Source: an optimization exercise on an open RTL-to-GDS flow (aim: a short achievable clock period and few clock cycles). Production flows keep margins and buffers that such runs may drop.
Function was checked by simulation only, so behaviour that the tests miss may differ from the original.
Power figures rest on the tool's default switching activity, not on a simulated workload.

File: design/flow/design.v
`default_nettype none
package cpuPkg;
    typedef enum logic [5:0] {
        opSpecial = 6'b000000,
        opJal     = 6'b000011,
        opBeq     = 6'b000100,
        opOri     = 6'b001101,
        opLui     = 6'b001111,
        opLw      = 6'b100011,
        opSw      = 6'b101011
    } opcodeE;
    typedef enum logic [5:0] {
        fnSll  = 6'b000000,
        fnJr   = 6'b001000,
        fnAddu = 6'b100001,
        fnSubu = 6'b100011
    } functE;
    typedef enum logic [1:0] {aluAdd, aluSub, aluOr, aluLui} aluOpE;
    typedef enum logic [1:0] {wbAlu, wbMem, wbLink} wbSelE;
    typedef enum logic [1:0] {fwdReg, fwdExe, fwdMem, fwdWb} fwdSelE;
    typedef logic [1:0] tnewT;
    typedef struct packed {
        opcodeE                     op;
        logic [5-1:0] rs;
        logic [5-1:0] rt;
        logic [5-1:0] rd;
        logic [4:0]                 shamt;
        functE                      funct;
    } rFieldsT;
    typedef struct packed {
        opcodeE                     op;
        logic [5-1:0] rs;
        logic [5-1:0] rt;
        logic [15:0]                imm;
    } iFieldsT;
    typedef union packed {
        rFieldsT rFields;
        iFieldsT iFields;
    } instrWord;
endpackage
`default_nettype wire
`timescale 1ns/1ps
`default_nettype none
module regFile (
    input  wire                  clk,
    input  wire                  clr,
    input  wire  [31:1]          rsSel,
    input  wire  [31:1]          rtSel,
    output logic [32-1:0] rsVal,
    output logic [32-1:0] rtVal,
    input  wire  [31:1]          weSel,
    input  wire  [32-1:0] wdata
);
    logic [32-1:0] regs [1:31];
    always_comb begin
        rsVal = '0;
        rtVal = '0;
        for (int i = 1; i < 32; i++) begin
            rsVal = rsVal | ({32{rsSel[i]}} & regs[i]);
            rtVal = rtVal | ({32{rtSel[i]}} & regs[i]);
        end
    end
    always_ff @(posedge clk) begin
        for (int i = 1; i < 32; i++) begin
            if (clr)
                regs[i] <= '0;
            else if (weSel[i])
                regs[i] <= wdata;
        end
    end
endmodule
`default_nettype wire
`timescale 1ns/1ps
`default_nettype none
module fastAdd (
    input  wire  [31:0] a,
    input  wire  [31:0] b,
    input  wire         cin,
    output logic [31:0] sum
);
    logic [31:0] p, g;
    logic [31:0] gl [6];
    logic [31:0] pl [6];
    assign p = a ^ b;
    assign g = a & b;
    always_comb begin
        gl[0] = g;
        pl[0] = p;
        gl[0][0] = g[0] | (p[0] & cin);
        for (int l = 0; l < 5; l++) begin
            for (int i = 0; i < 32; i++) begin
                if (i >= (1 << l)) begin
                    gl[l + 1][i] = gl[l][i] | (pl[l][i] & gl[l][i - (1 << l)]);
                    pl[l + 1][i] = pl[l][i] & pl[l][i - (1 << l)];
                end else begin
                    gl[l + 1][i] = gl[l][i];
                    pl[l + 1][i] = pl[l][i];
                end
            end
        end
    end
    assign sum = p ^ {gl[5][30:0], cin};
endmodule
`default_nettype wire
`timescale 1ns/1ps
`default_nettype none
module cpu (
    input  wire                        clk,
    input  wire                        reset,
    input  wire  [32-1:0]       instRdata,
    input  wire  [32-1:0]       dataRdata,
    output logic [32-1:0]       instAddr,
    output logic [32-1:0]       dataAddr,
    output logic [32-1:0]       dataWdata,
    output logic                       dataWe,
    output logic                       grfWe,
    output logic [5-1:0] grfAddr,
    output logic [32-1:0]       grfWdata,
    output logic [32-1:0]       wbPc
);
    localparam logic [5:0] opSpecial = 6'h00;
    localparam logic [5:0] opJal     = 6'h03;
    localparam logic [5:0] opBeq     = 6'h04;
    localparam logic [5:0] opOri     = 6'h0d;
    localparam logic [5:0] opLui     = 6'h0f;
    localparam logic [5:0] opLw      = 6'h23;
    localparam logic [5:0] opSw      = 6'h2b;
    localparam logic [5:0] fnJr      = 6'h08;
    localparam logic [5:0] fnAddu    = 6'h21;
    localparam logic [5:0] fnSubu    = 6'h23;
    function automatic logic readsRs(input logic [31:0] ins);
        case (ins[31:26])
            opSpecial: readsRs = ins[5:0] == fnAddu || ins[5:0] == fnSubu || ins[5:0] == fnJr;
            opOri, opLw, opSw: readsRs = 1'b1;
            opBeq: readsRs = ins[25:21] != ins[20:16];
            default: readsRs = 1'b0;
        endcase
    endfunction
    function automatic logic readsRt(input logic [31:0] ins);
        case (ins[31:26])
            opSpecial: readsRt = ins[5:0] == fnAddu || ins[5:0] == fnSubu;
            opSw: readsRt = 1'b1;
            opBeq: readsRt = ins[25:21] != ins[20:16];
            default: readsRt = 1'b0;
        endcase
    endfunction
    function automatic logic [31:1] oneHot(input logic [4:0] r);
        for (int i = 1; i < 32; i++) oneHot[i] = r == 5'(i);
    endfunction
    logic resetQ;
    always_ff @(posedge clk) resetQ <= reset;
    logic [31:0] pc;
    logic        dValid, stallQ;
    logic [31:0] dInstr, dPc, dPc4;
    logic [31:1] dRsSel, dRtSel;
    logic [31:0] eA, eAx, eBx, eS, ePc, eTarget;
    logic        eAfwdM, eBfwdM, eSfwdM, eSfwdL;
    logic        eSub, eOr, eLw, eSw, eBr, eJr, eWe;
    logic [4:0]  eDest;
    logic [31:0] mRes, mS, mPc;
    logic        mLw, mSw, mWe;
    logic [4:0]  mDest;
    logic [31:0] wData, wPc;
    logic        wWe;
    logic [4:0]  wDest;
    logic [31:1] wSel;
    logic [31:0] link;     
    logic [5:0]  op, fn;
    logic [4:0]  rs, rt, rd;
    logic        isAddu, isSubu, isJr, isOri, isLui, isLw, isSw, isBeq, isJal;
    logic        useRs, useRt, beqSame;
    logic [4:0]  dDest;
    logic [31:0] rfA, rfB, rsVal, rtVal, mVal;
    logic [31:0] sImm, brTarget, dPc8;
    logic        eq;       
    logic        eqRR;     
    assign op = dInstr[31:26];
    assign fn = dInstr[5:0];
    assign rs = dInstr[25:21];
    assign rt = dInstr[20:16];
    assign rd = dInstr[15:11];
    assign isAddu = dValid && op == opSpecial && fn == fnAddu;
    assign isSubu = dValid && op == opSpecial && fn == fnSubu;
    assign isJr   = dValid && op == opSpecial && fn == fnJr;
    assign isOri  = dValid && op == opOri;
    assign isLui  = dValid && op == opLui;
    assign isLw   = dValid && op == opLw;
    assign isSw   = dValid && op == opSw;
    assign isBeq  = dValid && op == opBeq;
    assign isJal  = dValid && op == opJal;
    assign beqSame = isBeq && rs == rt;     
    assign useRs   = dValid && readsRs(dInstr);
    assign useRt   = dValid && readsRt(dInstr);
    logic beqZero, fused;
    assign beqZero = isBeq && !beqSame && (rs == '0 || rt == '0);
    assign fused   = beqZero && eWe && eSub && !eAfwdM && !eBfwdM &&
                     eDest == (rt == '0 ? rs : rt);
    always_comb begin
        dDest = '0;
        if (isAddu || isSubu) dDest = rd;
        else if (isOri || isLui || isLw) dDest = rt;
        else if (isJal) dDest = 5'd31;
    end
    regFile regFile0 (
        .clk   (clk),
        .clr   (resetQ),
        .rsSel (dRsSel),
        .rtSel (dRtSel),
        .rsVal (rfA),
        .rtVal (rfB),
        .weSel (wSel),
        .wdata (wData)
    );
    assign mVal  = mLw ? dataRdata : mRes;
    assign rsVal = (mWe && mDest == rs) ? mVal : (wWe && wDest == rs) ? wData : rfA;
    assign rtVal = (mWe && mDest == rt) ? mVal : (wWe && wDest == rt) ? wData : rfB;
    assign sImm = {{16{dInstr[15]}}, dInstr[15:0]};
    fastAdd brAdd (.a(dPc4), .b({sImm[29:0], 2'b00}), .cin(1'b0), .sum(brTarget));
    fastAdd pc8Add (.a(dPc4), .b(32'd4), .cin(1'b0), .sum(dPc8));
    logic stall;
    assign stall = stallQ && dValid;
    logic        dRedirect;
    logic [31:0] dTarget;
    assign dRedirect = isJal || isJr || beqSame || (fused && eqRR);
    always_comb begin
        if (isJal)     dTarget = {dPc4[31:28], dInstr[25:0], 2'b00};
        else if (isJr) dTarget = link;
        else           dTarget = brTarget;
    end
    logic [31:0] sumRR, sumMR, sumRM0, sumRM, sumMM, aluRes, aOp, sOp;
    logic        mispredict;
    logic [31:0] eRedirectPc;
    fastAdd addRR (.a(eA), .b(eBx), .cin(eSub), .sum(sumRR));
    fastAdd addMR (.a(mRes), .b(eBx), .cin(eSub), .sum(sumMR));
    fastAdd addRM (.a(eAx), .b(mRes), .cin(1'b0), .sum(sumRM0));
    assign sumRM = sumRM0 ^ {32{eSub}};
    assign sumMM = eSub ? '0 : {mRes[30:0], 1'b0};
    always_comb begin
        case ({eAfwdM, eBfwdM})
            2'b00:   aluRes = eOr ? (eA | eBx) : sumRR;
            2'b10:   aluRes = eOr ? (mRes | eBx) : sumMR;
            2'b01:   aluRes = sumRM;
            default: aluRes = sumMM;
        endcase
    end
    assign eqRR = eAx == eBx;
    always_comb begin
        case ({eAfwdM, eBfwdM})
            2'b00:   eq = eqRR;
            2'b10:   eq = mRes == eBx;
            2'b01:   eq = eA == mRes;
            default: eq = 1'b1;
        endcase
    end
    assign aOp = eAfwdM ? mRes : eA;
    assign sOp = eSfwdL ? dataRdata : eSfwdM ? mRes : eS;
    assign mispredict  = (eBr && eq) || (eJr && !eq);
    assign eRedirectPc = eJr ? aOp : eTarget;
    logic [31:0] pc4;
    fastAdd pc4Add (.a(pc), .b(32'd4), .cin(1'b0), .sum(pc4));
    assign instAddr = pc;
    always_ff @(posedge clk) begin
        if (reset) begin
            pc     <= 32'h3000;
            dValid <= 1'b0;
            stallQ <= 1'b0;
        end else begin
            if (mispredict) begin
                pc     <= eRedirectPc;
                dValid <= 1'b0;
            end else if (!stall) begin
                pc     <= dRedirect ? dTarget : pc4;
                dValid <= 1'b1;
            end
            stallQ <= !stall && isLw && dDest != '0 &&
                      ((readsRs(instRdata) && instRdata[25:21] == dDest) ||
                       (readsRt(instRdata) && instRdata[31:26] != opSw &&
                        instRdata[20:16] == dDest));
        end
    end
    always_ff @(posedge clk) begin
        if (!stall) begin
            dInstr <= instRdata;
            dPc    <= pc;
            dPc4   <= pc4;
            dRsSel <= oneHot(instRdata[25:21]);
            dRtSel <= oneHot(instRdata[20:16]);
        end
    end
    always_ff @(posedge clk) begin
        if (resetQ)
            link <= '0;
        else if (isJal)
            link <= dPc8;
    end
    logic go;
    assign go = !stall;
    always_ff @(posedge clk) begin
        if (reset) begin
            eLw  <= 1'b0;
            eSw  <= 1'b0;
            eBr  <= 1'b0;
            eJr  <= 1'b0;
            eWe  <= 1'b0;
        end else begin
            eLw  <= go && isLw;
            eSw  <= go && isSw;
            eBr  <= go && isBeq && !beqSame && !fused;
            eJr  <= go && isJr;
            eWe  <= go && dDest != '0;
        end
    end
    always_ff @(posedge clk) begin
        eDest   <= dDest;
        eSub    <= isSubu;
        eOr     <= isOri || isLui;
        ePc     <= dPc;
        eTarget <= brTarget;
        eA      <= isJal ? dPc8 : isLui ? '0 : rsVal;
        eAx     <= isSubu ? ~rsVal : rsVal;
        eBx     <= isSubu ? ~rtVal :
                   (isAddu || isBeq) ? rtVal :
                   isJr ? link :
                   isLui ? {dInstr[15:0], 16'b0} :
                   isOri ? {16'b0, dInstr[15:0]} :
                   isJal ? '0 : sImm;
        eS      <= rtVal;
        eAfwdM  <= useRs && eWe && !eLw && eDest == rs;
        eBfwdM  <= useRt && !isSw && eWe && !eLw && eDest == rt;
        eSfwdM  <= isSw && eWe && !eLw && eDest == rt;
        eSfwdL  <= isSw && eWe && eLw && eDest == rt;
    end
    always_ff @(posedge clk) begin
        if (reset) begin
            mLw <= 1'b0;
            mSw <= 1'b0;
            mWe <= 1'b0;
        end else begin
            mLw <= eLw;
            mSw <= eSw;
            mWe <= eWe;
        end
    end
    always_ff @(posedge clk) begin
        mDest <= eDest;
        mRes  <= aluRes;
        mS    <= sOp;
        mPc   <= ePc;
    end
    assign dataAddr  = mRes;
    assign dataWdata = mS;
    assign dataWe    = mSw;
    always_ff @(posedge clk) begin
        if (reset) begin
            wWe  <= 1'b0;
            wSel <= '0;
        end else begin
            wWe  <= mWe;
            wSel <= mWe ? oneHot(mDest) : '0;
        end
    end
    always_ff @(posedge clk) begin
        wDest <= mDest;
        wData <= mLw ? dataRdata : mRes;
        wPc   <= mPc;
    end
    assign grfWe    = wWe;
    assign grfAddr  = wDest;
    assign grfWdata = wData;
    assign wbPc     = wPc;
endmodule
`default_nettype wire
File: design/flow/run.sh
#!/bin/bash
# synth_recipe.tcl (not shown) runs the flow's synth.tcl, then flattens the netlist and writes it again
# the make line also repeats each setting of config.mk as NAME=value (left out here)
make -C /OpenROAD-flow-scripts/flow DESIGN_CONFIG=/design/flow/config.mk WORK_HOME=/design/flow/orfs CLKGATE_MAP_FILE= SYNTH_SCRIPT=/design/flow/synth_recipe.tcl finish
File: design/flow/config.mk
export PLATFORM = sky130hd
export DESIGN_NAME = cpu
export DESIGN_NICKNAME = cpu
export VERILOG_FILES = /design/flow/design.v
export SDC_FILE = /design/flow/constraint.sdc
export NUM_CORES = 4
export LEC_CHECK = 0
export ABC_CLOCK_PERIOD_IN_PS = 2500
export CAP_MARGIN = 20
export CORE_MARGIN = 2
export CORE_UTILIZATION = 40
export SETUP_SLACK_MARGIN = 5
export SLEW_MARGIN = 20
File: design/flow/constraint.sdc
create_clock -name core_clock -period 8.0 [get_ports {clk}]
set_input_delay 1.6000 -clock core_clock [delete_from_list [all_inputs] [get_ports {clk}]]
set_output_delay 1.6000 -clock core_clock [all_outputs]
set_load 0.01 [all_outputs]
==> results.yml, run 1 <==
synthesis:
  synth.area.top_cells: "dfxtp_1, mux2i_1, nor2_1"
  ys_seq_area_share_pct: 43.5
  async_reset_ff_share_pct: 0
  synth_common_cells: "dfxtp_1, nor2_1, mux2i_1"
  synth.top_cell.area_share_pct: 37.5
  yosysWarningCount: 6
  syn_area_per_cell_um2: 9.40
  ys_ff_latch: 1626
  syn_area_mm2: 0.0785
  syn_inst: 8345
  synth_top_cell_by_area: "dfxtp_1"
  synth_enable_flop_cells: 156
  yosysUniqueCellTypes: 96
  ys.flop_type: "dfxtp_1"
  yosysMostFrequentCell: "dfxtp_1"
setup_path:
  crit_path_end: "pc[28]"
  criticalPathCategory: "flop to flop"
  r2r_setup_slack_ns: 4.43
  worstPathCellList: "buf_12 > clkinv_8 > ha_4 > buf_12 > buf_4 > mux2i_1 > xnor2_1 > nor4_4 > nand3_2 > o31ai_4 > mux2i_4 > buf_12 > buf_12 > buf_16 > a211oi_2 > a31oi_1 > o32ai_2"
  r2r_start: "eAfwdM"
  endpoint_kind: "flop"
  reg2reg_to: "pc[28]"
  reg2reg_depth: 17
  cp-start-kind: "flop"
  crit_fanout: 7
  cp_slowest_stage_delay_ns: 0.48
  worstPathArrival_ns: 4.30
  cp.required_ns: 8.73
  crit_path_start: "eAfwdM"
  cp_common_cell: "buf_12"
  slowest_stage: "nor4_4"
clocking:
  tritoncts: "yes"
  root_buffer: "clkbuf_16"
  clkTransAtPathRegs_ns: 0.06
  cts_sinks: 1626
  postCtsHoldBufs: 0
  ctsHtreeMaxLevel: 4
  cts_buffers: 179
  clock_path_buffers: 3
  clock_latency_ns: 0.88
cells_and_area:
  layout.nets: 8873
  largest_register_ffs: 992
  area_growth_pct: 23.3
  fin_util_pct: 49.6
  fill_cells: 17900
  drive_gt1_share_pct: 18.3
  top_register: "regFile0.regs"
drt:
  drc: 0
  dr.pass1.iters: 13
  wl_per_cell_um: 36.5
  final_antenna_net_count: 0
  drt_iter0_drc: 13500
  via_per_inst: 6.77
  routed_wl_mm: 417
  vias: 77200
power_and_ir_drop:
  p_seq_share_pct: 44.3
  p_sw_w: 0.00491
  p_total_w: 0.0189
  p_int_w: 0.0140
  p_per_area_mw_per_mm2: 196
  swShare_pct: 25.9
  p_comb_share_pct: 9.0
  pwr-share-clk_pct: 46.7
  ir_drop_mv: 0.260
  p_leak_nw: 35.4
status:
  status: "complete, no violations"
timing:
  hold_violations: 0
  slew_viol_final: 0
  fin_crit_ns: 3.57
  tightestPinTransition_ns: 1.33
  setup_violations: 0
  timing.hold.ws_ns: 0.321
  period_share_pct: 44.6
  skew_ns: 0.0556
  finalSetupTns_ns: 0
  slew_headroom_pct: 11.5
  rsz0062_at_grt: "yes"
  max_freq_ghz: 0.280
floorplanning:
  fp.dieH_um: 447
  die_w_um: 447
  rows: 162
  io_pins: 233
  initial_core_util_pct: 40.2
  core_area_mm2: 0.195
  dieArea_mm2: 0.200
place:
  dpl.hpwl_mm: 241
  io_buffers: 232
  place.gp.congestion: 1.00
grt:
  grt_max_degree: 238
  grt_pass1_vias: 71000
  gr-total-overflow: 0
  grtUsageTotal_pct: 39.9
  grt_pass1_wl_mm: 564
  antenna_found_initial: 30
job:
  cap_viol_max_count: 0
worst_hold_path:
  hp-class: "flop to flop"
-- how the worst min path moves through the flow --
stage	startpoint	to	slack (ns)	cells after the start
after floorplan	ePc[10]	mPc[10]	0.31	0
after global placement	ePc[21]	mPc[21]	0.31	0
after detailed placement	ePc[13]	mPc[13]	0.31	0
after CTS	ePc[22]	mPc[22]	0.32	0
after global routing	mPc[28]	wPc[28]	0.33	0
final	ePc[22]	mPc[22]	0.32	0
-- layout make-up --
| cell class | count | area (um^2) | area share [%] |
|---|---|---|---|
| inverters | 176 | 682 | 0.704 |
| flip-flops and latches | 1626 | 34700 | 35.8 |
| clock buffers | 257 | 5190 | 5.36 |
| well taps | 2624 | 3280 | 3.39 |
| diodes | 21 | 52.6 | 0.0543 |
| repair buffers | 835 | 8810 | 9.10 |
| multi-input cells | 5792 | 43100 | 44.5 |
| clock inverters | 72 | 1020 | 1.05 |
| repair inverters | 1 | 5.00 | 0.00517 |
-- per-layer routing --
layer  vias up  track usage, %  routed length (um)
li1      31100               -                   -
met1     36900            47.3              145000
met2      6820            55.6              165000
met3      2314            16.2               60500
met4        32            33.8               45400
met5         -            1.22                 722
-- critical path: cells and delay by family (launching register included) --
kind / cells / cell delay [ns]
fa+ha+maj: 1 / 0.20
compound gates: 4 / 0.70
mux: 2 / 0.51
buf+inv: 7 / 0.88
simple gates: 2 / 0.63
flops: 1 / 0.35
xor+xnor: 1 / 0.13
-- through the flow --
step | std cells | setup WS, ns | instance area [um^2]
2_1_floorplan | 8345 | 5.01 | 78500
6_report | 11400 | 4.43 | 96800
3_3_place_gp | 10700 | 2.91 | 83100
5_1_grt | 11400 | 4.44 | 96800
3_5_place_dp | 10700 | 2.87 | 83100
4_1_cts | 11300 | 4.53 | 94700
-- power by group through the flow --
stage,registers [W],clock network (W),logic (W)
global placement,0.00861,0,0.00118
global route,0.00839,0.00915,0.00172
CTS,0.00839,0.00883,0.00153
floorplan,0.00855,0,0.000693
detailed placement,0.00861,0,0.00118
finish,0.00839,0.00885,0.00170
-- cells by family (layout without fill, tap and decap cells) --
family,Yosys count,in the layout,share of synthesized area (%)
flip-flops,1626,1626,43.5
AND/OR/NAND/NOR,2208,2211,12.3
buffers and inverters,930,1341,4.64
multiplexers,1105,1105,14.1
adder cells (fa/ha/maj),196,196,3.18
XOR/XNOR,336,336,3.75
AO/OA/AOI/OAI,1944,1944,18.6
other,0,21,0
-- repair_timing --
action,4_1_cts,5_1_grt
gates cloned,47,6
setup buffers,247,82
setup endpoints to repair,350,229
gates resized for setup,1431,311
endpoints found under the hold margin,0,0
pin swaps,101,137
-- layout by cell type (no fill, tap or decap), types with 29 or more instances in the layout --
master           count
nor2_1            1297
bufbuf_16           37
o21a_1              29
ha_1               161
buf_12              65
a21oi_1            146
and3_1              32
buf_6              107
mux2i_1           1092
or3_1               29
clkdlybuf4s50_1     61
a211oi_1            90
a222oi_1            72
nand3_1            109
dfxtp_4            140
nand2b_1            34
edfxtp_1           156
a31oi_1             33
buf_4              428
a22o_1             276
nor3_1              89
clkinv_2            29
clkbuf_16          188
clkbuf_1            41
dfxtp_1           1303
clkbuf_8            33
o211ai_1            31
a221oi_1           297
xnor2_1            234
nand4_1            159
o21ai_0            183
buf_2               95
nand2_1            264
a21oi_2             45
a21o_1              93
xor2_1              81
o22ai_1             45
inv_1              165
a22oi_1            370
Testbench counts, summed over its fixed seeds: cycles 103,921.
==> run 2: changes to the inputs <==
--- a/design/flow/design.v
+++ b/design/flow/design.v
@@ -76,29 +76,32 @@
     input  wire  [31:0] a,
     input  wire  [31:0] b,
-    input  wire         cin,
+    input  wire         inv,
     output logic [31:0] sum
 );
-    logic [31:0] p, g;
+    logic [31:0] t, g, c;
     logic [31:0] gl [6];
-    logic [31:0] pl [6];
-    assign p = a ^ b;
+    logic [31:0] tl [6];
+    assign t = a | b;
     assign g = a & b;
     always_comb begin
         gl[0] = g;
-        pl[0] = p;
-        gl[0][0] = g[0] | (p[0] & cin);
+        tl[0] = t;
         for (int l = 0; l < 5; l++) begin
             for (int i = 0; i < 32; i++) begin
                 if (i >= (1 << l)) begin
-                    gl[l + 1][i] = gl[l][i] | (pl[l][i] & gl[l][i - (1 << l)]);
-                    pl[l + 1][i] = pl[l][i] & pl[l][i - (1 << l)];
+                    gl[l + 1][i] = gl[l][i] | (tl[l][i] & gl[l][i - (1 << l)]);
+                    tl[l + 1][i] = tl[l][i] & tl[l][i - (1 << l)];
                 end else begin
                     gl[l + 1][i] = gl[l][i];
-                    pl[l + 1][i] = pl[l][i];
+                    tl[l + 1][i] = tl[l][i];
                 end
             end
         end
+        gl[1][1] = g[1] | ((t[1] & a[0]) & b[0]);
+    end
+    assign c = {gl[5][30:0], 1'b0};
+    always_comb begin
+        for (int i = 0; i < 32; i++) sum[i] = a[i] ^ (b[i] ^ (c[i] ^ inv));
     end
-    assign sum = p ^ {gl[5][30:0], cin};
 endmodule
 `default_nettype wire
@@ -145,4 +148,14 @@
         endcase
     endfunction
+    function automatic logic addsRs(input logic [31:0] ins);
+        case (ins[31:26])
+            opSpecial: addsRs = ins[5:0] == fnAddu || ins[5:0] == fnSubu;
+            opOri, opLw, opSw: addsRs = 1'b1;
+            default: addsRs = 1'b0;
+        endcase
+    endfunction
+    function automatic logic addsRt(input logic [31:0] ins);
+        addsRt = ins[31:26] == opSpecial && (ins[5:0] == fnAddu || ins[5:0] == fnSubu);
+    endfunction
     function automatic logic [31:1] oneHot(input logic [4:0] r);
         for (int i = 1; i < 32; i++) oneHot[i] = r == 5'(i);
@@ -152,12 +165,17 @@
     logic [31:0] pc;
     logic        dValid, stallQ;
+    logic        dRsHitM, dRsHitW, dRtHitM, dRtHitW;     
     logic [31:0] dInstr, dPc, dPc4;
     logic [31:1] dRsSel, dRtSel;
-    logic [31:0] eA, eAx, eBx, eS, ePc, eTarget;
+    logic [31:0] eA, eAx, eB, eS, ePc, eTarget;
     logic        eAfwdM, eBfwdM, eSfwdM, eSfwdL;
+    logic        eAfwdL, eBfwdL;     
     logic        eSub, eOr, eLw, eSw, eBr, eJr, eWe;
     logic [4:0]  eDest;
     logic [31:0] mRes, mS, mPc;
     logic        mLw, mSw, mWe;
+    logic        mBr, mJr, mL, mEqE, mBothL;
+    logic [31:0] mOther, mTarget, mJrPc;
+    logic [31:0] wLoad;     
     logic [4:0]  mDest;
     logic [31:0] wData, wPc;
@@ -213,9 +231,9 @@
     );
     assign mVal  = mLw ? dataRdata : mRes;
-    assign rsVal = (mWe && mDest == rs) ? mVal : (wWe && wDest == rs) ? wData : rfA;
-    assign rtVal = (mWe && mDest == rt) ? mVal : (wWe && wDest == rt) ? wData : rfB;
+    assign rsVal = dRsHitM ? mVal : dRsHitW ? wData : rfA;
+    assign rtVal = dRtHitM ? mVal : dRtHitW ? wData : rfB;
     assign sImm = {{16{dInstr[15]}}, dInstr[15:0]};
-    fastAdd brAdd (.a(dPc4), .b({sImm[29:0], 2'b00}), .cin(1'b0), .sum(brTarget));
-    fastAdd pc8Add (.a(dPc4), .b(32'd4), .cin(1'b0), .sum(dPc8));
+    fastAdd brAdd (.a(dPc4), .b({sImm[29:0], 2'b00}), .inv(1'b0), .sum(brTarget));
+    fastAdd pc8Add (.a(dPc4), .b(32'd4), .inv(1'b0), .sum(dPc8));
     logic stall;
     assign stall = stallQ && dValid;
@@ -228,25 +246,27 @@
         else           dTarget = brTarget;
     end
-    logic [31:0] sumRR, sumMR, sumRM0, sumRM, sumMM, aluRes, aOp, sOp;
+    logic [31:0] sumRR, sumMRa, sumMRs, sumRM, sumMM, aluRes, aOp, sOp;
     logic        mispredict;
     logic [31:0] eRedirectPc;
-    fastAdd addRR (.a(eA), .b(eBx), .cin(eSub), .sum(sumRR));
-    fastAdd addMR (.a(mRes), .b(eBx), .cin(eSub), .sum(sumMR));
-    fastAdd addRM (.a(eAx), .b(mRes), .cin(1'b0), .sum(sumRM0));
-    assign sumRM = sumRM0 ^ {32{eSub}};
+    fastAdd addRR  (.a(eAx), .b(eB), .inv(eSub), .sum(sumRR));
+    fastAdd addRM  (.a(eAx), .b(mRes), .inv(eSub), .sum(sumRM));
+    fastAdd addMRa (.a(mRes), .b(eB), .inv(1'b0), .sum(sumMRa));
+    fastAdd addMRs (.a(~mRes), .b(eB), .inv(1'b1), .sum(sumMRs));
     assign sumMM = eSub ? '0 : {mRes[30:0], 1'b0};
     always_comb begin
         case ({eAfwdM, eBfwdM})
-            2'b00:   aluRes = eOr ? (eA | eBx) : sumRR;
-            2'b10:   aluRes = eOr ? (mRes | eBx) : sumMR;
+            2'b00:   aluRes = eOr ? (eA | eB) : sumRR;
+            2'b10:   aluRes = eOr ? (mRes | eB) : eSub ? sumMRs : sumMRa;
             2'b01:   aluRes = sumRM;
             default: aluRes = sumMM;
         endcase
     end
-    assign eqRR = eAx == eBx;
+    logic [31:0] xRR;
+    assign xRR  = eAx ^ eB;
+    assign eqRR = eSub ? &xRR : ~|xRR;
     always_comb begin
         case ({eAfwdM, eBfwdM})
             2'b00:   eq = eqRR;
-            2'b10:   eq = mRes == eBx;
+            2'b10:   eq = mRes == eB;
             2'b01:   eq = eA == mRes;
             default: eq = 1'b1;
@@ -255,8 +275,16 @@
     assign aOp = eAfwdM ? mRes : eA;
     assign sOp = eSfwdL ? dataRdata : eSfwdM ? mRes : eS;
-    assign mispredict  = (eBr && eq) || (eJr && !eq);
-    assign eRedirectPc = eJr ? aOp : eTarget;
+    logic [31:0] bOp;
+    logic        eL, mispredictM, eqM;
+    assign bOp = eBfwdM ? mRes : eB;
+    assign eL  = eAfwdL || eBfwdL;
+    assign eqM         = mL ? (mBothL || wLoad == mOther) : mEqE;
+    assign mispredictM = (mBr && eqM) || (mJr && !eqM);
+    assign mispredict  = mispredictM;
+    assign eRedirectPc = !mJr ? mTarget : mL ? wLoad : mJrPc;
+    logic go;
+    assign go = !stall && !mispredictM;
     logic [31:0] pc4;
-    fastAdd pc4Add (.a(pc), .b(32'd4), .cin(1'b0), .sum(pc4));
+    fastAdd pc4Add (.a(pc), .b(32'd4), .inv(1'b0), .sum(pc4));
     assign instAddr = pc;
     always_ff @(posedge clk) begin
@@ -273,10 +301,18 @@
                 dValid <= 1'b1;
             end
-            stallQ <= !stall && isLw && dDest != '0 &&
-                      ((readsRs(instRdata) && instRdata[25:21] == dDest) ||
-                       (readsRt(instRdata) && instRdata[31:26] != opSw &&
-                        instRdata[20:16] == dDest));
+            stallQ <= go && isLw && dDest != '0 &&
+                      ((addsRs(instRdata) && instRdata[25:21] == dDest) ||
+                       (addsRt(instRdata) && instRdata[20:16] == dDest));
         end
     end
+    logic [4:0] nextRs, nextRt;
+    assign nextRs = stall ? rs : instRdata[25:21];
+    assign nextRt = stall ? rt : instRdata[20:16];
+    always_ff @(posedge clk) begin
+        dRsHitM <= eWe && eDest == nextRs;
+        dRsHitW <= mWe && mDest == nextRs;
+        dRtHitM <= eWe && eDest == nextRt;
+        dRtHitW <= mWe && mDest == nextRt;
+    end
     always_ff @(posedge clk) begin
         if (!stall) begin
@@ -292,8 +328,6 @@
             link <= '0;
         else if (isJal)
-            link <= dPc8;
+            link <= dPc8;     
     end
-    logic go;
-    assign go = !stall;
     always_ff @(posedge clk) begin
         if (reset) begin
@@ -318,7 +352,6 @@
         eTarget <= brTarget;
         eA      <= isJal ? dPc8 : isLui ? '0 : rsVal;
-        eAx     <= isSubu ? ~rsVal : rsVal;
-        eBx     <= isSubu ? ~rtVal :
-                   (isAddu || isBeq) ? rtVal :
+        eAx     <= isSubu ? ~rsVal : isJal ? dPc8 : isLui ? '0 : rsVal;
+        eB      <= (isAddu || isSubu || isBeq) ? rtVal :
                    isJr ? link :
                    isLui ? {dInstr[15:0], 16'b0} :
@@ -327,4 +360,6 @@
         eS      <= rtVal;
         eAfwdM  <= useRs && eWe && !eLw && eDest == rs;
+        eAfwdL  <= useRs && eWe && eLw && eDest == rs;
+        eBfwdL  <= useRt && !isSw && eWe && eLw && eDest == rt;
         eBfwdM  <= useRt && !isSw && eWe && !eLw && eDest == rt;
         eSfwdM  <= isSw && eWe && !eLw && eDest == rt;
@@ -333,11 +368,15 @@
     always_ff @(posedge clk) begin
         if (reset) begin
-            mLw <= 1'b0;
-            mSw <= 1'b0;
-            mWe <= 1'b0;
+            mLw  <= 1'b0;
+            mSw  <= 1'b0;
+            mWe  <= 1'b0;
+            mBr  <= 1'b0;
+            mJr  <= 1'b0;
         end else begin
-            mLw <= eLw;
-            mSw <= eSw;
-            mWe <= eWe;
+            mLw  <= eLw;
+            mSw  <= eSw;
+            mWe  <= eWe;
+            mBr  <= eBr;
+            mJr  <= eJr;
         end
     end
@@ -347,4 +386,10 @@
         mS    <= sOp;
         mPc   <= ePc;
+        mOther  <= eAfwdL ? bOp : aOp;
+        mBothL  <= eAfwdL && eBfwdL;
+        mL      <= eL;
+        mEqE    <= eq;
+        mTarget <= eTarget;
+        mJrPc   <= aOp;
     end
     assign dataAddr  = mRes;
@@ -363,4 +408,5 @@
         wDest <= mDest;
         wData <= mLw ? dataRdata : mRes;
+        wLoad <= dataRdata;
         wPc   <= mPc;
     end
--- a/design/flow/config.mk
+++ b/design/flow/config.mk
@@ -6,5 +6,4 @@
 export NUM_CORES = 4
 export LEC_CHECK = 0
-export ABC_CLOCK_PERIOD_IN_PS = 2500
 export CAP_MARGIN = 20
 export CORE_MARGIN = 2
@@ -12,2 +11,3 @@
 export SETUP_SLACK_MARGIN = 5
 export SLEW_MARGIN = 20
+export SYNTH_HIERARCHICAL = 1
==> results.yml, run 2 <==
status:
  status: "finished with violations"
  violatedChecks: "max-capacitance violations, max-slew violations"
timing:
  hold_violations: 0
  slew_headroom_pct: -0.530
  skew_ns: 0.0503
  period_share_pct: 41.9
  setup_violations: 0
  finalSetupTns_ns: 0
  slew_viol_final: 12
  tightestPinTransition_ns: 1.50
  max_freq_ghz: 0.298
  rsz0062_at_grt: "yes"
  fin_crit_ns: 3.35
setup_path:
  crit_fanout: 3
  endpoint_kind: "flop"
  reg2reg_to: "pc[1]"
  reg2reg_depth: 10
  cp.required_ns: 8.76
  criticalPathCategory: "flop to flop"
  r2r_setup_slack_ns: 4.65
  cp-start-kind: "flop"
  worstPathArrival_ns: 4.12
  r2r_start: "dInstr[30]"
synthesis:
  synth.top_cell.area_share_pct: 35.5
  syn_area_per_cell_um2: 9.13
  synth_top_cell_by_area: "dfxtp_1"
  yosysUniqueCellTypes: 75
  ys.flop_type: "dfxtp_1"
  syn_area_mm2: 0.0908
  ys_seq_area_share_pct: 40.7
  ys_ff_latch: 1769
  synth.area.top_cells: "dfxtp_1, mux2i_1, a22oi_1"
  synth_enable_flop_cells: 158
  synth_common_cells: "dfxtp_1, nor2_1, mux2i_1"
  yosysWarningCount: 12
  syn_inst: 9946
  async_reset_ff_share_pct: 0
  yosysMostFrequentCell: "dfxtp_1"
floorplanning:
  initial_core_util_pct: 40.3
  core_area_mm2: 0.225
  die_w_um: 481
  io_pins: 233
  dieArea_mm2: 0.231
  fp.dieH_um: 481
  rows: 174
drt:
  via_per_inst: 6.22
  dr.pass1.iters: 8
  vias: 85600
  drc: 0
  wl_per_cell_um: 30.2
  final_antenna_net_count: 0
  routed_wl_mm: 416
  drt_iter0_drc: 12400
cells_and_area:
  largest_register_ffs: 992
  fin_util_pct: 49.5
  seqCellArea_mm2: 0.0375
  fill_cells: 20800
  area_growth_pct: 22.9
  multiInputGateArea_mm2: 0.0540
  drive_gt1_share_pct: 18.4
  fin_area_mm2: 0.112
  layout.nets: 10700
  mostFrequentLayoutCell: "nor2_1"
  top_register: "regFile0.regs"
  most-common-layout-cells: "nor2_1, dfxtp_1, mux2i_1, a22oi_1, nand2_1"
grt:
  gr-total-overflow: 0
  grt_pass1_wl_mm: 579
  grtUsageTotal_pct: 34.3
  antenna_found_initial: 33
  grt_pass1_vias: 79200
  grt_max_degree: 225
clocking:
  cts_buffers: 194
  cts_sinks: 1769
  ctsHtreeMaxLevel: 4
  clock_latency_ns: 0.91
  tritoncts: "yes"
  clock_path_buffers: 3
  root_buffer: "clkbuf_16"
  clkTransAtPathRegs_ns: 0.06
place:
  io_buffers: 232
  place.gp.congestion: 0.989
  placed_area_mm2: 0.0968
  dpl.hpwl_mm: 247
worst_hold_path:
  hp-start: "ePc[27]"
  hold_depth: 0
  hp-class: "flop to flop"
  holdPathEnd: "mPc[27]"
power_and_ir_drop:
  p_per_area_mw_per_mm2: 240
  ir_drop_mv: 0.237
  p_leak_nw: 39.8
job:
  cap_viol_max_count: 1
## run 2: worst max-delay path: stages (launching register included)
cell,delay (ns)
edfxtp_1,0.54
or4_4,0.62
or3b_4,0.44
a41oi_4,0.24
nand4_1,0.18
buf_4,0.20
a211o_4,0.29
buf_12,0.14
buf_4,0.15
a222oi_1,0.32
o31ai_1,0.11
## run 2: where the power goes
group          leakage [nW]  switching [W]  internal (W)
sequential             15.0       0.000535       0.00972
combinational          21.6        0.00397       0.00301
clock                  3.28        0.00403       0.00549
total                  39.8        0.00853        0.0182
## run 2: cells by family after synthesis
kind of cell,Yosys count,synth area share (%)
AO/OA/AOI/OAI,2233,18.6
XOR/XNOR,798,7.69
adder cells (fa/ha/maj),74,0.827
buffers and inverters,846,3.70
flip-flops,1769,40.7
multiplexers,1267,14.0
other,2,0.00827
AND/OR/NAND/NOR,2957,14.4
## run 2: what timing repair did
item / in CTS / in global routing
setup buffers: 329 / 106
hold buffers: 0 / 0
endpoints found under the setup margin: 421 / 177
cloned: 37 / 3
gates resized for setup: 1395 / 305
pin swaps: 110 / 138
## run 2: per-module statistics from Yosys, one instance, submodules excluded
module   cells inside  area (um^2)  flops+latches
cpu              2976        30400            777
fastAdd           314         2150              0
regFile          4772        45400            992
## run 2: final cells by class
| cell class | instances | share of cell area (%) |
|---|---|---|
| clock buffers | 277 | 5.02 |
| well taps | 2992 | 3.35 |
| clock inverters | 79 | 0.967 |
| flip-flops and latches | 1769 | 33.6 |
| diodes | 12 | 0.0269 |
| multi-input cells | 7631 | 48.4 |
| inverters | 88 | 0.371 |
| repair buffers | 909 | 8.25 |
| repair inverters | 1 | 0.00785 |
## run 2: metal layers
layer / global-route usage (%) / wire length [um] / up-vias
met5: 0.787 / 389 / -
met4: 24.6 / 35800 / 24
met3: 9.77 / 48700 / 1575
met2: 51.3 / 175000 / 5641
met1: 42.2 / 156000 / 41200
li1: - / - / 37100
## run 2: stage by stage
stage / worst slack (ns) / std cells / hold WS [ns] / power (W)
floorplan: 4.29 / 10200 / 0.310 / 0.0140
global placement: 4.08 / 12900 / 0.310 / 0.0157
detailed placement: 4.08 / 12900 / 0.312 / 0.0158
CTS: 4.77 / 13600 / 0.317 / 0.0261
global route: 4.59 / 13800 / 0.327 / 0.0276
finish: 4.65 / 13800 / 0.316 / 0.0268
## run 2: how the worst max path moves through the flow
stage / cells past startpoint / slack, ns / endpoint / startpoint
after global routing: 11 / 4.59 / pc[25] / dInstr[30]
after floorplan: 10 / 4.29 / pc[29] / dInstr[15]
after global placement: 7 / 4.08 / eB[9] / dataRdata[9]
after detailed placement: 5 / 4.08 / stallQ / instRdata[16]
after CTS: 15 / 4.77 / mRes[23] / mRes[1]
final: 10 / 4.65 / pc[1] / dInstr[30]
Testbench counts of run 2, summed over its fixed seeds: cycles 103,163.
==> run 3: changes to the inputs <==
--- a/design/flow/design.v
+++ b/design/flow/design.v
@@ -73,35 +73,45 @@
 `timescale 1ns/1ps
 `default_nettype none
-module fastAdd (
+module aluUnit (
+    input  wire  [31:0] eA,
+    input  wire  [31:0] eAx,
+    input  wire  [31:0] eB,
+    input  wire  [31:0] mRes,
+    input  wire         sub,
+    input  wire         orOp,
+    input  wire         fwdA,     
+    input  wire         fwdB,     
+    output logic [31:0] res
+);
+    logic [31:0] sumRR, sumRM, sumMRa, sumMRs;
+    assign sumRR  = (eAx + eB) ^ {32{sub}};
+    assign sumRM  = (eAx + mRes) ^ {32{sub}};
+    assign sumMRa = mRes + eB;
+    assign sumMRs = ~(~mRes + eB);
+    always_comb begin
+        case ({fwdA, fwdB})
+            2'b00:   res = orOp ? (eA | eB) : sumRR;
+            2'b10:   res = orOp ? (mRes | eB) : sub ? sumMRs : sumMRa;
+            2'b01:   res = sumRM;
+            default: res = sub ? '0 : {mRes[30:0], 1'b0};
+        endcase
+    end
+endmodule
+module sameUnit (
+    input  wire  [31:0] x,
+    input  wire  [31:0] y,
+    input  wire         inverted,
+    output logic        same
+);
+    logic [31:0] d;
+    assign d    = x ^ y;
+    assign same = inverted ? &d : ~|d;
+endmodule
+module targetAdd (
     input  wire  [31:0] a,
-    input  wire  [31:0] b,
-    input  wire         inv,
+    input  wire  [29:0] b,
     output logic [31:0] sum
 );
-    logic [31:0] t, g, c;
-    logic [31:0] gl [6];
-    logic [31:0] tl [6];
-    assign t = a | b;
-    assign g = a & b;
-    always_comb begin
-        gl[0] = g;
-        tl[0] = t;
-        for (int l = 0; l < 5; l++) begin
-            for (int i = 0; i < 32; i++) begin
-                if (i >= (1 << l)) begin
-                    gl[l + 1][i] = gl[l][i] | (tl[l][i] & gl[l][i - (1 << l)]);
-                    tl[l + 1][i] = tl[l][i] & tl[l][i - (1 << l)];
-                end else begin
-                    gl[l + 1][i] = gl[l][i];
-                    tl[l + 1][i] = tl[l][i];
-                end
-            end
-        end
-        gl[1][1] = g[1] | ((t[1] & a[0]) & b[0]);
-    end
-    assign c = {gl[5][30:0], 1'b0};
-    always_comb begin
-        for (int i = 0; i < 32; i++) sum[i] = a[i] ^ (b[i] ^ (c[i] ^ inv));
-    end
+    assign sum = a + {b, 2'b00};
 endmodule
 `default_nettype wire
@@ -234,6 +244,6 @@
     assign rtVal = dRtHitM ? mVal : dRtHitW ? wData : rfB;
     assign sImm = {{16{dInstr[15]}}, dInstr[15:0]};
-    fastAdd brAdd (.a(dPc4), .b({sImm[29:0], 2'b00}), .inv(1'b0), .sum(brTarget));
-    fastAdd pc8Add (.a(dPc4), .b(32'd4), .inv(1'b0), .sum(dPc8));
+    targetAdd brAdd (.a(dPc4), .b(sImm[29:0]), .sum(brTarget));
+    assign dPc8 = dPc4 + 32'd4;
     logic stall;
     assign stall = stallQ && dValid;
@@ -246,23 +256,19 @@
         else           dTarget = brTarget;
     end
-    logic [31:0] sumRR, sumMRa, sumMRs, sumRM, sumMM, aluRes, aOp, sOp;
+    logic [31:0] aluRes, aOp, sOp;
     logic        mispredict;
     logic [31:0] eRedirectPc;
-    fastAdd addRR  (.a(eAx), .b(eB), .inv(eSub), .sum(sumRR));
-    fastAdd addRM  (.a(eAx), .b(mRes), .inv(eSub), .sum(sumRM));
-    fastAdd addMRa (.a(mRes), .b(eB), .inv(1'b0), .sum(sumMRa));
-    fastAdd addMRs (.a(~mRes), .b(eB), .inv(1'b1), .sum(sumMRs));
-    assign sumMM = eSub ? '0 : {mRes[30:0], 1'b0};
-    always_comb begin
-        case ({eAfwdM, eBfwdM})
-            2'b00:   aluRes = eOr ? (eA | eB) : sumRR;
-            2'b10:   aluRes = eOr ? (mRes | eB) : eSub ? sumMRs : sumMRa;
-            2'b01:   aluRes = sumRM;
-            default: aluRes = sumMM;
-        endcase
-    end
-    logic [31:0] xRR;
-    assign xRR  = eAx ^ eB;
-    assign eqRR = eSub ? &xRR : ~|xRR;
+    aluUnit alu0 (
+        .eA   (eA),
+        .eAx  (eAx),
+        .eB   (eB),
+        .mRes (mRes),
+        .sub  (eSub),
+        .orOp (eOr),
+        .fwdA (eAfwdM),
+        .fwdB (eBfwdM),
+        .res  (aluRes)
+    );
+    sameUnit sameRR (.x(eAx), .y(eB), .inverted(eSub), .same(eqRR));
     always_comb begin
         case ({eAfwdM, eBfwdM})
@@ -286,5 +292,5 @@
     assign go = !stall && !mispredictM;
     logic [31:0] pc4;
-    fastAdd pc4Add (.a(pc), .b(32'd4), .inv(1'b0), .sum(pc4));
+    assign pc4 = pc + 32'd4;
     assign instAddr = pc;
     always_ff @(posedge clk) begin
==> results.yml, run 3 <==
synthesis:
  synth_top_cell_by_area: "dfxtp_1"
  synth.area.top_cells: "dfxtp_1, mux2i_1, a22oi_1"
  yosysMostFrequentCell: "dfxtp_1"
  syn_area_mm2: 0.0850
  synth_common_cells: "dfxtp_1, nor2_1, mux2i_1"
  synth.top_cell.area_share_pct: 37.9
  syn_area_per_cell_um2: 9.44
  synth_enable_flop_cells: 156
  yosysUniqueCellTypes: 100
  syn_inst: 9008
  ys.flop_type: "dfxtp_1"
  ys_seq_area_share_pct: 43.4
  yosysWarningCount: 10
  async_reset_ff_share_pct: 0
  ys_ff_latch: 1767
power_and_ir_drop:
  p_leak_nw: 36.2
  ir_drop_mv: 0.233
  p_total_w: 0.0199
  p_seq_share_pct: 46.0
  p_sw_w: 0.00517
  pwr-share-clk_pct: 44.4
  p_comb_share_pct: 9.6
  swShare_pct: 26.0
  p_per_area_mw_per_mm2: 196
  p_int_w: 0.0147
floorplanning:
  initial_core_util_pct: 40.2
  fp.dieH_um: 465
  io_pins: 233
  dieArea_mm2: 0.216
  die_w_um: 465
  core_area_mm2: 0.212
  rows: 169
cells_and_area:
  mostFrequentLayoutCell: "dfxtp_1"
  largest_register_ffs: 992
  stdcell_count: 12100
  drive_gt1_share_pct: 17.2
  fill_cells: 19500
  top_register: "regFile0.regs"
  area_growth_pct: 19.2
  most-common-layout-cells: "dfxtp_1, nor2_1, mux2i_1, a22oi_1, nand2_1"
  layout.nets: 9426
drt:
  drt_iter0_drc: 11500
  vias: 77900
  dr.pass1.iters: 11
  via_per_inst: 6.42
  final_antenna_net_count: 0
  drc: 0
  wl_per_cell_um: 31.6
  routed_wl_mm: 384
setup_path:
  crit_fanout: 5
  criticalPathCategory: "flop to flop"
  cp_common_cell: "inv_2"
  worstPathArrival_ns: 4.02
  endpoint_kind: "flop"
  cp.required_ns: 8.71
  slowest_stage: "fa_2"
  worstPathCellList: "inv_2 > ha_2 > inv_2 > fa_2 > o21bai_4 > a221oi_2 > o21bai_1 > a21oi_2 > o21ai_4 > a221oi_4 > o21bai_2 > a22o_1 > buf_4 > a21oi_4 > xnor2_1 > o211ai_1"
  cp-start-kind: "flop"
  cp_slowest_stage_delay_ns: 0.39
clocking:
  clock_path_buffers: 3
  clock_latency_ns: 0.85
  clkTransAtPathRegs_ns: 0.06
  root_buffer: "clkbuf_16"
  tritoncts: "yes"
  postCtsHoldBufs: 0
  ctsHtreeMaxLevel: 4
  cts_sinks: 1767
  cts_buffers: 183
timing:
  finalSetupTns_ns: 0
  setup_violations: 0
  tightestPinTransition_ns: 1.26
  rsz0062_at_grt: "yes"
  skew_ns: 0.0346
  hold_violations: 0
  period_share_pct: 41.4
  slew_headroom_pct: 16.2
  fin_crit_ns: 3.31
  slew_viol_final: 0
  max_freq_ghz: 0.302
grt:
  grt_pass1_vias: 72800
  grt_busiest_layer: "met2"
  antenna_found_initial: 28
  grtUsageTotal_pct: 33.6
  grt_util_met1_pct: 41.4
  grt_max_degree: 224
  gr-usage-met2_pct: 49.9
  grt_pass1_wl_mm: 531
  use_met3_pct: 11.8
  gr-total-overflow: 0
worst_hold_path:
  hp-class: "flop to flop"
place:
  dp.cells: 11500
  io_buffers: 232
  place.gp.congestion: 0.986
  dpl.hpwl_mm: 223
job:
  cap_viol_max_count: 0
status:
  status: "complete, no violations"
-- run 3: cell types whose count changed after synthesis, sizes merged, moves of 49 or more --
cell	previous run	this run
a21o	15	64
a221oi	152	90
ha	4	190
maj3	70	0
nand2	670	386
nor2	1471	1356
o21ai	307	258
o22ai	77	13
or2	74	12
xnor2	634	230
-- run 3: cell families (layout without fill, tap and decap cells) --
kind of cell	after synthesis	after routing	synth area share [%]
AOI/OAI and AO/OA	1993	1995	17.3
xor gates and xnor gates	350	350	3.60
adders and majority gates	195	195	2.91
buffers and inverters	889	1196	4.21
DFF	1767	1767	43.4
muxes	1284	1284	15.3
other	0	9	0
and+or+nand+nor	2530	2531	13.3
-- run 3: what timing repair did --
action	CTS	global route
cloned	34	2
setup endpoints to repair	400	386
buffers inserted	238	39
pin swaps	74	80
resized for setup	1340	217
-- run 3: metrics by stage --
stage	utilization, %	hold slack, ns	setup WS [ns]	area [um^2]
2_1_floorplan	-	0.310	5.00	85100
3_3_place_gp	42.2	0.310	4.18	89400
3_5_place_dp	42.2	0.312	4.14	89400
4_1_cts	47.4	0.311	4.80	100000
5_1_grt	47.9	0.319	4.63	101000
6_report	47.9	0.318	4.69	101000
-- run 3: worst max-delay path: cells and delay by family, from the launching register on --
family          cells  cell delay, ns
xor+xnor            1            0.19
flops               1            0.37
buf+inv             3            0.25
fa+ha+maj           2            0.57
compound gates     10            1.79
-- run 3: final timing paths --
kind,startpoint,to,slack (ns),cells after the start
max,mRes[0],mRes[28],4.69,16
min,eTarget[0],mTarget[0],0.32,0
max reg2reg,mRes[0],mRes[28],4.69,16
min reg2reg,eTarget[0],mTarget[0],0.32,0
-- run 3: power groups by stage --
stage / sequential, W / combinational [W] / clock (W)
floorplan: 0.00933 / 0.000805 / 0
finish: 0.00914 / 0.00190 / 0.00882
global placement: 0.00938 / 0.00134 / 0
global route: 0.00914 / 0.00196 / 0.00922
CTS: 0.00914 / 0.00177 / 0.00885
detailed placement: 0.00938 / 0.00134 / 0
-- run 3: Yosys stat by module, one instance, submodules excluded --
module	cells	copies in the design
targetAdd	218	1
aluUnit	1325	1
cpu	2637	1
sameUnit	56	1
regFile	4772	1
-- run 3: layout make-up --
type | count | area [um^2] | share of cell area, %
inverters | 137 | 556 | 0.548
multi-input cells | 6355 | 46400 | 45.8
well taps | 2821 | 3530 | 3.48
repair inverters | 1 | 11.3 | 0.0111
diodes | 9 | 22.5 | 0.0222
clock buffers | 261 | 5280 | 5.20
flip-flops and latches | 1767 | 37400 | 36.9
clock inverters | 77 | 837 | 0.826
repair buffers | 720 | 7300 | 7.20
-- run 3: routing by layer --
layer | wire, um | share of wire, % | vias up
met5 | 230 | 0.060 | -
met4 | 28600 | 7.5 | 30
met3 | 50600 | 13 | 1375
met2 | 162000 | 42 | 5508
met1 | 143000 | 37 | 37900
li1 | - | - | 33200
Testbench counts of run 3, summed over its fixed seeds: cycles 103,163.
==> run 4: changes to the inputs <==
--- a/design/flow/design.v
+++ b/design/flow/design.v
@@ -85,8 +85,8 @@
 );
     logic [31:0] sumRR, sumRM, sumMRa, sumMRs;
-    assign sumRR  = (eAx + eB) ^ {32{sub}};
-    assign sumRM  = (eAx + mRes) ^ {32{sub}};
-    assign sumMRa = mRes + eB;
-    assign sumMRs = ~(~mRes + eB);
+    fastAdd addRR  (.a(eAx), .b(eB), .inv(sub), .sum(sumRR));
+    fastAdd addRM  (.a(eAx), .b(mRes), .inv(sub), .sum(sumRM));
+    fastAdd addMRa (.a(mRes), .b(eB), .inv(1'b0), .sum(sumMRa));
+    fastAdd addMRs (.a(~mRes), .b(eB), .inv(1'b1), .sum(sumMRs));
     always_comb begin
         case ({fwdA, fwdB})
@@ -110,8 +110,46 @@
 module targetAdd (
     input  wire  [31:0] a,
-    input  wire  [29:0] b,
+    input  wire  [15:0] b,
     output logic [31:0] sum
 );
-    assign sum = a + {b, 2'b00};
+    assign sum = a + {{14{b[15]}}, b, 2'b00};
+endmodule
+module incr4 (
+    input  wire  [31:0] a,
+    output logic [31:0] sum
+);
+    assign sum = a + 32'd4;
+endmodule
+module fastAdd (
+    input  wire  [31:0] a,
+    input  wire  [31:0] b,
+    input  wire         inv,
+    output logic [31:0] sum
+);
+    logic [31:0] t, g, c;
+    logic [31:0] gl [6];
+    logic [31:0] tl [6];
+    assign t = a | b;
+    assign g = a & b;
+    always_comb begin
+        gl[0] = g;
+        tl[0] = t;
+        for (int l = 0; l < 5; l++) begin
+            for (int i = 0; i < 32; i++) begin
+                if (i >= (1 << l)) begin
+                    gl[l + 1][i] = gl[l][i] | (tl[l][i] & gl[l][i - (1 << l)]);
+                    tl[l + 1][i] = tl[l][i] & tl[l][i - (1 << l)];
+                end else begin
+                    gl[l + 1][i] = gl[l][i];
+                    tl[l + 1][i] = tl[l][i];
+                end
+            end
+        end
+        gl[1][1] = g[1] | ((t[1] & a[0]) & b[0]);
+    end
+    assign c = {gl[5][30:0], 1'b0};
+    always_comb begin
+        for (int i = 0; i < 32; i++) sum[i] = a[i] ^ (b[i] ^ (c[i] ^ inv));
+    end
 endmodule
 `default_nettype wire
@@ -177,4 +215,8 @@
     logic        dRsHitM, dRsHitW, dRtHitM, dRtHitW;     
     logic [31:0] dInstr, dPc, dPc4;
+    localparam int kAddu = 0, kSubu = 1, kJr = 2, kOri = 3, kLui = 4, kLw = 5, kSw = 6,
+                   kBeq = 7, kJal = 8, kSame = 9, kRs = 10, kRt = 11;
+    logic [11:0] dKind, fKind;
+    logic [31:0] dJump;     
     logic [31:1] dRsSel, dRtSel;
     logic [31:0] eA, eAx, eB, eS, ePc, eTarget;
@@ -189,5 +231,5 @@
     logic [31:0] wLoad;     
     logic [4:0]  mDest;
-    logic [31:0] wData, wPc;
+    logic [31:0] wData, wOut, wPc;
     logic        wWe;
     logic [4:0]  wDest;
@@ -208,16 +250,16 @@
     assign rt = dInstr[20:16];
     assign rd = dInstr[15:11];
-    assign isAddu = dValid && op == opSpecial && fn == fnAddu;
-    assign isSubu = dValid && op == opSpecial && fn == fnSubu;
-    assign isJr   = dValid && op == opSpecial && fn == fnJr;
-    assign isOri  = dValid && op == opOri;
-    assign isLui  = dValid && op == opLui;
-    assign isLw   = dValid && op == opLw;
-    assign isSw   = dValid && op == opSw;
-    assign isBeq  = dValid && op == opBeq;
-    assign isJal  = dValid && op == opJal;
-    assign beqSame = isBeq && rs == rt;     
-    assign useRs   = dValid && readsRs(dInstr);
-    assign useRt   = dValid && readsRt(dInstr);
+    assign isAddu = dValid && dKind[kAddu];
+    assign isSubu = dValid && dKind[kSubu];
+    assign isJr   = dValid && dKind[kJr];
+    assign isOri  = dValid && dKind[kOri];
+    assign isLui  = dValid && dKind[kLui];
+    assign isLw   = dValid && dKind[kLw];
+    assign isSw   = dValid && dKind[kSw];
+    assign isBeq  = dValid && dKind[kBeq];
+    assign isJal  = dValid && dKind[kJal];
+    assign beqSame = isBeq && dKind[kSame];     
+    assign useRs   = dValid && dKind[kRs];
+    assign useRt   = dValid && dKind[kRt];
     logic beqZero, fused;
     assign beqZero = isBeq && !beqSame && (rs == '0 || rt == '0);
@@ -244,11 +286,11 @@
     assign rtVal = dRtHitM ? mVal : dRtHitW ? wData : rfB;
     assign sImm = {{16{dInstr[15]}}, dInstr[15:0]};
-    targetAdd brAdd (.a(dPc4), .b(sImm[29:0]), .sum(brTarget));
+    assign brTarget = dJump;
     assign dPc8 = dPc4 + 32'd4;
     logic stall;
     assign stall = stallQ && dValid;
-    logic        dRedirect;
     logic [31:0] dTarget;
-    assign dRedirect = isJal || isJr || beqSame || (fused && eqRR);
+    logic dRedirectEarly, takeFused;
+    assign dRedirectEarly = isJal || isJr || beqSame;
     always_comb begin
         if (isJal)     dTarget = {dPc4[31:28], dInstr[25:0], 2'b00};
@@ -292,6 +334,10 @@
     assign go = !stall && !mispredictM;
     logic [31:0] pc4;
-    assign pc4 = pc + 32'd4;
+    incr4 pcInc (.a(pc), .sum(pc4));
     assign instAddr = pc;
+    logic [31:0] pcOther;
+    assign takeFused = fused && eqRR && !mispredict && !stall;
+    assign pcOther   = mispredict ? eRedirectPc : stall ? pc :
+                       dRedirectEarly ? dTarget : pc4;
     always_ff @(posedge clk) begin
         if (reset) begin
@@ -300,11 +346,9 @@
             stallQ <= 1'b0;
         end else begin
-            if (mispredict) begin
-                pc     <= eRedirectPc;
+            pc <= takeFused ? dJump : pcOther;
+            if (mispredict)
                 dValid <= 1'b0;
-            end else if (!stall) begin
-                pc     <= dRedirect ? dTarget : pc4;
+            else if (!stall)
                 dValid <= 1'b1;
-            end
             stallQ <= go && isLw && dDest != '0 &&
                       ((addsRs(instRdata) && instRdata[25:21] == dDest) ||
@@ -321,6 +365,22 @@
         dRtHitW <= mWe && mDest == nextRt;
     end
+    assign fKind[kAddu] = instRdata[31:26] == opSpecial && instRdata[5:0] == fnAddu;
+    assign fKind[kSubu] = instRdata[31:26] == opSpecial && instRdata[5:0] == fnSubu;
+    assign fKind[kJr]   = instRdata[31:26] == opSpecial && instRdata[5:0] == fnJr;
+    assign fKind[kOri]  = instRdata[31:26] == opOri;
+    assign fKind[kLui]  = instRdata[31:26] == opLui;
+    assign fKind[kLw]   = instRdata[31:26] == opLw;
+    assign fKind[kSw]   = instRdata[31:26] == opSw;
+    assign fKind[kBeq]  = instRdata[31:26] == opBeq;
+    assign fKind[kJal]  = instRdata[31:26] == opJal;
+    assign fKind[kSame] = instRdata[25:21] == instRdata[20:16];
+    assign fKind[kRs]   = readsRs(instRdata);
+    assign fKind[kRt]   = readsRt(instRdata);
+    logic [31:0] fJump;
+    targetAdd brAdd (.a(pc4), .b(instRdata[15:0]), .sum(fJump));
+    always_ff @(posedge clk) dJump <= fJump;
     always_ff @(posedge clk) begin
         if (!stall) begin
+            dKind  <= fKind;
             dInstr <= instRdata;
             dPc    <= pc;
@@ -413,5 +473,6 @@
     always_ff @(posedge clk) begin
         wDest <= mDest;
-        wData <= mLw ? dataRdata : mRes;
+        wData <= mVal;
+        wOut  <= mWe ? mVal : '0;     
         wLoad <= dataRdata;
         wPc   <= mPc;
@@ -419,5 +480,5 @@
     assign grfWe    = wWe;
     assign grfAddr  = wDest;
-    assign grfWdata = wData;
+    assign grfWdata = wOut;
     assign wbPc     = wPc;
 endmodule
--- a/design/flow/config.mk
+++ b/design/flow/config.mk
@@ -6,8 +6,8 @@
 export NUM_CORES = 4
 export LEC_CHECK = 0
-export CAP_MARGIN = 20
+export CAP_MARGIN = 40
 export CORE_MARGIN = 2
 export CORE_UTILIZATION = 40
 export SETUP_SLACK_MARGIN = 5
-export SLEW_MARGIN = 20
+export SLEW_MARGIN = 40
 export SYNTH_HIERARCHICAL = 1
==> results.yml, run 4 <==
timing:
  slew_headroom_pct: 33.8
  setup_violations: 0
  fin_crit_ns: 3.18
  tightestPinTransition_ns: 0.990
  max_freq_ghz: 0.315
  rsz0062_at_grt: "yes"
  period_share_pct: 39.7
  finalSetupTns_ns: 0
  timing.hold.ws_ns: 0.305
  skew_ns: 0.0581
  slew_viol_final: 0
  hold_violations: 0
  finalWorstSetupSlack_ns: 4.82
power_and_ir_drop:
  p_sw_w: 0.00544
  pwr-share-clk_pct: 45.5
  p_comb_share_pct: 9.5
  p_leak_nw: 37.5
  ir_drop_mv: 0.202
  p_seq_share_pct: 45.0
  p_per_area_mw_per_mm2: 199
  p_int_w: 0.0158
  swShare_pct: 25.6
place:
  io_buffers: 232
  dpl_worst_slack_ns: 3.41
  dpl.hpwl_mm: 247
  place.gp.congestion: 1.02
cells_and_area:
  largest_register_ffs: 992
  drive_gt1_share_pct: 19.4
  top_register: "regFile0.regs"
  area_growth_pct: 20.3
  layout.nets: 9692
  most-common-layout-cells: "dfxtp_1, nor2_1, mux2i_1, a22oi_1, buf_4"
  mostFrequentLayoutCell: "dfxtp_1"
drt:
  drt_iter0_drc: 11500
  final_antenna_net_count: 0
  vias: 79400
  wl_per_cell_um: 30.3
  via_per_inst: 6.24
  drc: 0
  routed_wl_mm: 386
  dr.pass1.iters: 14
synthesis:
  ys_ff_latch: 1839
  yosysUniqueCellTypes: 94
  ys.flop_type: "dfxtp_1"
  async_reset_ff_share_pct: 0
  ys_seq_area_share_pct: 43.4
  synth.area.top_cells: "dfxtp_1, mux2i_1, a22oi_1"
  synth_common_cells: "dfxtp_1, nor2_1, mux2i_1"
  synth.top_cell.area_share_pct: 37.9
  syn_area_per_cell_um2: 9.49
  syn_area_mm2: 0.0886
  yosysMostFrequentCell: "dfxtp_1"
  syn_inst: 9332
  yosysWarningCount: 13
  synth_top_cell_by_area: "dfxtp_1"
  synth_enable_flop_cells: 164
setup_path:
  worstPathCellList: "ha_4 > nand3_4 > buf_12 > nor3_4 > buf_4 > xor2_4 > ha_4 > and4_4 > o2111ai_4 > o211ai_4 > and4_4 > a311o_4 > and4_4 > nor3_2"
  reg2reg_depth: 14
  endpoint_kind: "flop"
  cp-start-kind: "flop"
  critPathTopFamily: "simple AND/OR/NAND/NOR gates"
  reg2reg_to: "dJump[27]"
  criticalPathCategory: "flop to flop"
  crit_path_start: "pc[2]"
  cp.required_ns: 8.73
  slowest_stage: "dfxtp_4"
  r2r_setup_slack_ns: 4.82
  crit_fanout: 5
  cp_common_cell: "and4_4"
  worstPathArrival_ns: 3.91
  cp.buffers_inverters: 2
  r2r_start: "pc[2]"
  cp_slowest_stage_delay_ns: 0.42
worst_hold_path:
  holdPathEnd: "mTarget[1]"
  hold_depth: 0
  hp-class: "flop to flop"
  hp-start: "eTarget[1]"
floorplanning:
  core_area_mm2: 0.220
  die_w_um: 475
  fp.dieH_um: 475
  rows: 172
  dieArea_mm2: 0.225
  io_pins: 233
  initial_core_util_pct: 40.3
clocking:
  clkTransAtPathRegs_ns: 0.06
  tritoncts: "yes"
  clock_path_buffers: 3
  cts_sinks: 1839
  clock_latency_ns: 0.87
  ctsHtreeMaxLevel: 4
  cts_buffers: 202
  postCtsHoldBufs: 0
  root_buffer: "clkbuf_16"
grt:
  grt_max_degree: 204
  grt_pass1_vias: 73400
  grt_pass1_wl_mm: 536
  grtUsageTotal_pct: 32.6
  antenna_found_initial: 23
  gr-total-overflow: 0
status:
  status: "complete, no violations"
job:
  cap_viol_max_count: 0
## run 4: cell families after synthesis
| kind of cell | share of synthesized area (%) |
|---|---|
| and+or+nand+nor | 13.8 |
| AOI/OAI and AO/OA | 17.0 |
| DFF | 43.4 |
| muxes | 15.1 |
| buffers and inverters | 3.83 |
| xor gates and xnor gates | 5.92 |
| adders and majority gates | 0.955 |
| other | 0.00848 |
## run 4: metal layers
metal	global-route usage (%)	up-vias	wire, um
met2	50.5	4898	170000
met3	7.58	1414	38700
met1	39.9	38500	145000
li1	-	34500	-
met4	22.9	10	32700
met5	0.0649	-	77
## run 4: how the worst max path moves through the flow
stage	end	cells past startpoint	slack (ns)
2_1_floorplan	dJump[30]	10	4.64
3_3_place_gp	dJump[30]	9	3.40
3_5_place_dp	pc[1]	11	3.41
4_1_cts	dJump[27]	12	4.86
5_1_grt	dJump[26]	13	4.79
6_report	dJump[27]	14	4.82
## run 4: Yosys stat by module (local to each module, per instance)
| module | flops+latches | cell area, um^2 | cells inside | copies in the design |
|---|---|---|---|---|
| regFile | 992 | 45400 | 4772 | 1 |
| incr4 | 0 | 591 | 84 | 1 |
| cpu | 847 | 29900 | 2654 | 1 |
| sameUnit | 0 | 424 | 56 | 1 |
| targetAdd | 0 | 1610 | 218 | 1 |
| aluUnit | 0 | 2050 | 292 | 1 |
| fastAdd | 0 | 2150 | 314 | 4 |
## run 4: stage by stage
stage          total power [W]  util [%]  std cells  area, um^2
3_3_place_gp            0.0114      42.6      12000       93600
4_1_cts                 0.0211      47.6      12600      105000
5_1_grt                 0.0218      48.4      12700      107000
3_5_place_dp            0.0114      42.7      12000       93900
2_1_floorplan           0.0108         -       9332       88800
6_report                0.0212      48.5      12700      107000
## run 4: power groups by stage
stage	registers, W	clock network (W)	logic (W)
floorplan	0.00976	0	0.00102
global placement	0.00980	0	0.00158
detailed placement	0.00981	0	0.00160
CTS	0.00955	0.00972	0.00185
global route	0.00956	0.0101	0.00210
finish	0.00956	0.00966	0.00201
## run 4: area by class of cell
cell class | count | area [um^2]
flip-flops and latches | 1839 | 38900
fillers | 20400 | 113000
clock inverters | 66 | 771
repair buffers | 803 | 7350
clock buffers | 304 | 6090
well taps | 2958 | 3700
multi-input cells | 6667 | 49400
inverters | 78 | 324
diodes | 15 | 37.5
## run 4: timing repair
action	4_1_cts	5_1_grt
endpoints found under the setup margin	310	161
buffers inserted	229	85
pin swaps	168	163
resized for setup	1328	219
gates cloned	8	4
## run 4: worst register-to-register path, cell delays in order (launching register included)
cell	delay [ns]
dfxtp_4	0.42
ha_4	0.18
nand3_4	0.11
buf_12	0.15
nor3_4	0.14
buf_4	0.17
xor2_4	0.24
ha_4	0.20
and4_4	0.26
o2111ai_4	0.13
o211ai_4	0.22
and4_4	0.30
a311o_4	0.27
and4_4	0.24
nor3_2	0.03
Testbench counts of run 4, summed over its fixed seeds: cycles 103,163.

re-timing with driven ports:
No port has a modelled driver above. Below, the same layouts with a new extraction and two added sets of constraints. Step 1 sets driving cells, clkbuf_16 on the clock port and buf_2 on the other inputs (assumed; they add their load-dependent delay and slew). Step 2 also shifts input and output timing later by t, the mid clock arrival at the registers, as if the neighbouring blocks saw the same clock. Three values: no drivers, after step 1, after step 2; two values: the first two.
run | t (ns) | setup WS [ns] | worst slew at a driven data input, ns | pins driven straight from the clock port
run 1 | 0.954 | 4.432 / 4.432 / 4.199 | 0.11 | 1
run 2 | 0.977 | 4.646 / 4.646 / 4.009 | 0.24 | 1
run 3 | 0.924 | 4.692 / 4.692 / 4.239 | 0.28 | 1
run 4 | 0.936 | 4.822 / 4.793 / 4.014 | 0.16 | 1
For run 4, which loses most, drivers alone change the setup slack by -0.029 ns; drivers and shift together by -0.808 ns.
